Context: an optimization exercise on an open-source flow, tuned for small area. The choices shown serve that exercise and are no tape-out recipe. At most, simulation tests tie the RTL to the original design; equivalence was not proved.

Setup of old:
==> flow/design.v <==
`default_nettype none
package fwd_pkg;
    localparam int FWD_DATA_LSB  = 0;
    localparam int FWD_KEY_LSB   = FWD_DATA_LSB + 16;
    localparam int FWD_VALID_BIT = FWD_KEY_LSB + 8;
    localparam int FWD_WE_BIT    = FWD_VALID_BIT + 1;
    localparam int FWD_ADR_LSB   = FWD_WE_BIT + 1;
    localparam int FWD_REC_W     = FWD_ADR_LSB + 4;
    localparam int FWD_ENT_W     = FWD_WE_BIT;
    function automatic logic [FWD_REC_W-1:0] fwd_pack_rec(
        input logic [4-1:0]  adr,
        input logic                   we,
        input logic                   valid,
        input logic [8-1:0]  key,
        input logic [16-1:0] data
    );
        fwd_pack_rec = {adr, we, valid, key, data};
    endfunction
    function automatic logic fwd_addr_hit(
        input logic [FWD_REC_W-1:0]  rec,
        input logic [4-1:0] adr
    );
        logic [4-1:0] rec_adr;
        rec_adr = rec[FWD_ADR_LSB +: 4];
        fwd_addr_hit = rec[FWD_WE_BIT] && (rec_adr == adr);
    endfunction
endpackage
`default_nettype wire
`default_nettype none
module fwd_history (
    input  logic                          clk,
    input  logic                          reset,
    input  logic                          clk_en_i,
    input  logic [fwd_pkg::FWD_REC_W-1:0] rec_i,
    output logic [fwd_pkg::FWD_REC_W-1:0] new_o,
    output logic [fwd_pkg::FWD_REC_W-1:0] old_o
);
    logic [fwd_pkg::FWD_REC_W-1:0] new_q, old_q;
    always_ff @(posedge clk) begin
        if (clk_en_i) begin
            new_q <= rec_i;
            old_q <= new_q;
        end
        if (reset) begin
            new_q[fwd_pkg::FWD_WE_BIT] <= 1'b0;
            old_q[fwd_pkg::FWD_WE_BIT] <= 1'b0;
        end
    end
    assign new_o = new_q;
    assign old_o = old_q;
endmodule
`default_nettype wire
`default_nettype none
module fwd_merge_stage (
    input  logic                          clk,
    input  logic                          reset,
    input  logic                          clk_en_i,
    input  logic [4-1:0]         adr_i,
    input  logic [fwd_pkg::FWD_ENT_W-1:0] ent_i,
    input  logic [fwd_pkg::FWD_REC_W-1:0] new_i,
    input  logic [fwd_pkg::FWD_REC_W-1:0] old_i,
    output logic [fwd_pkg::FWD_ENT_W-1:0] ent_o
);
    localparam int EW = fwd_pkg::FWD_ENT_W;
    localparam int VB = fwd_pkg::FWD_VALID_BIT;
    logic hit_new, hit_old;
    logic sel_a, sel_b;
    logic [EW-1:0] mrg_q, out_q;
    assign hit_new = fwd_pkg::fwd_addr_hit(new_i, adr_i);
    assign hit_old = fwd_pkg::fwd_addr_hit(old_i, adr_i);
    assign sel_a = clk_en_i & (hit_new | hit_old);
    assign sel_b = clk_en_i & (hit_new | ~hit_old);
    always_ff @(posedge clk) begin
        for (int i = 0; i < EW; i++) begin
            mrg_q[i] <= sel_a ? (sel_b ? new_i[i] : old_i[i])
                              : (sel_b ? ent_i[i] : mrg_q[i]);
        end
        if (clk_en_i) begin
            out_q <= mrg_q;
        end
        if (reset) begin
            mrg_q[VB] <= 1'b0;
            out_q[VB] <= 1'b0;
        end
    end
    assign ent_o = out_q;
endmodule
`default_nettype wire
`default_nettype none
module fwd_updater_top (
    input  logic                   clk,
    input  logic                   reset,
    input  logic                   clk_en_i,
    input  logic [4*4-1:0]  rd_adr_i,
    input  logic [4*8-1:0]  rd_key_i,
    input  logic [4*16-1:0] rd_data_i,
    input  logic [4-1:0]                   rd_valid_i,
    input  logic [4*4-1:0]  wr_adr_i,
    input  logic [4*8-1:0]  wr_key_i,
    input  logic [4*16-1:0] wr_data_i,
    input  logic [4-1:0]                   wr_valid_i,
    input  logic [4-1:0]                   wr_en_i,
    output logic [4*8-1:0]  fix_key_o,
    output logic [4*16-1:0] fix_data_o,
    output logic [4-1:0]                   fix_valid_o
);
    genvar t;
    generate
        for (t = 0; t < 4; t++) begin : g_table
            logic [fwd_pkg::FWD_REC_W-1:0] wr_rec, new_rec, old_rec;
            logic [fwd_pkg::FWD_ENT_W-1:0] rd_ent, fix_ent;
            assign wr_rec = fwd_pkg::fwd_pack_rec(wr_adr_i[t*4 +: 4], wr_en_i[t], wr_valid_i[t],
                                                  wr_key_i[t*8 +: 8], wr_data_i[t*16 +: 16]);
            assign rd_ent = {rd_valid_i[t], rd_key_i[t*8 +: 8], rd_data_i[t*16 +: 16]};
            fwd_history u_fwd_history (
                .clk      (clk),
                .reset    (reset),
                .clk_en_i (clk_en_i),
                .rec_i    (wr_rec),
                .new_o    (new_rec),
                .old_o    (old_rec)
            );
            fwd_merge_stage u_fwd_merge_stage (
                .clk      (clk),
                .reset    (reset),
                .clk_en_i (clk_en_i),
                .adr_i    (rd_adr_i[t*4 +: 4]),
                .ent_i    (rd_ent),
                .new_i    (new_rec),
                .old_i    (old_rec),
                .ent_o    (fix_ent)
            );
            assign fix_key_o[t*8 +: 8]    = fix_ent[fwd_pkg::FWD_KEY_LSB +: 8];
            assign fix_data_o[t*16 +: 16] = fix_ent[fwd_pkg::FWD_DATA_LSB +: 16];
            assign fix_valid_o[t]                           = fix_ent[fwd_pkg::FWD_VALID_BIT];
        end
    endgenerate
endmodule
`default_nettype wire
==> flow/config.mk <==
export PLATFORM = sky130hd
export DESIGN_NAME = fwd_updater_top
export DESIGN_NICKNAME = fwd_updater_top
export VERILOG_FILES = /design/flow/design.v
export SDC_FILE = /design/flow/constraint.sdc
export NUM_CORES = 4
export LEC_CHECK = 0
export CAP_MARGIN = 20
export CORE_MARGIN = 2
export CORE_UTILIZATION = 65
export SLEW_MARGIN = 20
==> flow/constraint.sdc <==
create_clock -name core_clock -period 2.5 [get_ports {clk}]
set_input_delay 0.5000 -clock core_clock [delete_from_list [all_inputs] [get_ports {clk}]]
set_output_delay 0.5000 -clock core_clock [all_outputs]
set_load 0.01 [all_outputs]
standard.sh (not shown) runs the stock make flow with config.mk's settings and CLKGATE_MAP_FILE= SYNTH_SCRIPT=/design/flow/synth_recipe.tcl, a recipe that flattens the netlist after the stock synthesis.
==> flow/flow/run.sh <==
#!/bin/bash
# Standard ORFS layout, with small port buffers and a lighter clock tree.
set -euo pipefail
export BUFFER_PORTS_ARGS="-buffer_cell sky130_fd_sc_hd__buf_1"
export CTS_ARGS="-sink_clustering_enable -repair_clock_nets -buf_list {sky130_fd_sc_hd__clkbuf_4 sky130_fd_sc_hd__clkbuf_8} -sink_clustering_size 12 -sink_clustering_max_diameter 50 -dont_use_dummy_load"
bash standard.sh finish > standard_flow.log 2>&1
The final layout from old, which completed every stage, passed the timing, design-rule and antenna checks at the end of the flow.
### old -> new
==> flow/design.v, changed modules only <==
module fwd_merge_stage (
    input  logic                          clk,
    input  logic                          reset,
    input  logic                          clk_en_i,
    input  logic [4-1:0]         adr_i,
    input  logic [fwd_pkg::FWD_ENT_W-1:0] ent_i,
    input  logic [fwd_pkg::FWD_REC_W-1:0] new_i,
    input  logic [fwd_pkg::FWD_REC_W-1:0] old_i,
    output logic [fwd_pkg::FWD_ENT_W-1:0] ent_o
);
    localparam int EW = fwd_pkg::FWD_ENT_W;
    localparam int VB = fwd_pkg::FWD_VALID_BIT;
    logic hit_new, hit_old;
    logic sel_a, sel_b;
    logic [EW-1:0] mrg_q, out_q;
    assign hit_new = fwd_pkg::fwd_addr_hit(new_i, adr_i);
    assign hit_old = fwd_pkg::fwd_addr_hit(old_i, adr_i);
    assign sel_a = clk_en_i & (hit_new | hit_old);
    assign sel_b = clk_en_i & (hit_new | ~hit_old);
    logic [EW-1:0] mrg_d;
    assign mrg_d = ({EW{~sel_a & ~sel_b}} & mrg_q)
                 | ({EW{~sel_a &  sel_b}} & ent_i)
                 | ({EW{ sel_a & ~sel_b}} & old_i[EW-1:0])
                 | ({EW{ sel_a &  sel_b}} & new_i[EW-1:0]);
    always_ff @(posedge clk) begin
        mrg_q <= mrg_d;
        if (clk_en_i) begin
            out_q <= mrg_q;
        end
        if (reset) begin
            mrg_q[VB] <= 1'b0;
            out_q[VB] <= 1'b0;
        end
    end
    assign ent_o = out_q;
endmodule
==> notes.md <==
new did not stop at any stage, and its layout met the timing, design-rule and antenna checks. In the metrics for new and old, the one carrying the higher final critical path time including I/O delays and setup is old. new vs old, proportion of synthesized area in mux cells went up by 6.4 points. Largest net degree at the start of global routing ended up 15 higher on new than on old. new vs old, worst setup slack went up by 0.27 ns. The final reports for new and old show headroom to the max-slew limit higher in the former. Min weighted congestion at the end of routability-driven global placement across new and old: new. Relative to old, slew at the pin closest to its max-slew limit decreased by 0.49 ns in new.
Function not checked in new: the RTL went through the layout flow alone.

==> separate check: timing with driven ports <==
The flow's constraints put no driver on any port. The routed layouts listed below were extracted and timed again, unchanged, in two steps. Step 1 sets driving cells, clkbuf_16 on the clock port and buf_2 on the other inputs (assumed; they add their load-dependent delay and slew). Step 2 adds t to the input delays and takes it off the output delays; t is the mean of the earliest and latest rising clock arrival at the registers after step 1. Input paths then give back, and output paths get back, about the clock's delay inside the block. a / b / c = ideal / step 1 / step 2; a / b = the first two.
run | t, ns | slack for setup (ns) | hold slack, ns | worst setup path at the end
old | 0.575 | 0.296 / 0.296 / 0.104 | 0.113 / 0.094 / 0.416 | input to register
new | 0.581 | 0.568 / 0.568 / 0.324 | 0.102 / 0.089 / 0.434 | input to register
After both steps every run listed still meets setup and hold. For new, which loses most, drivers alone change the setup slack by 0.000 ns; drivers and shift together by -0.244 ns.
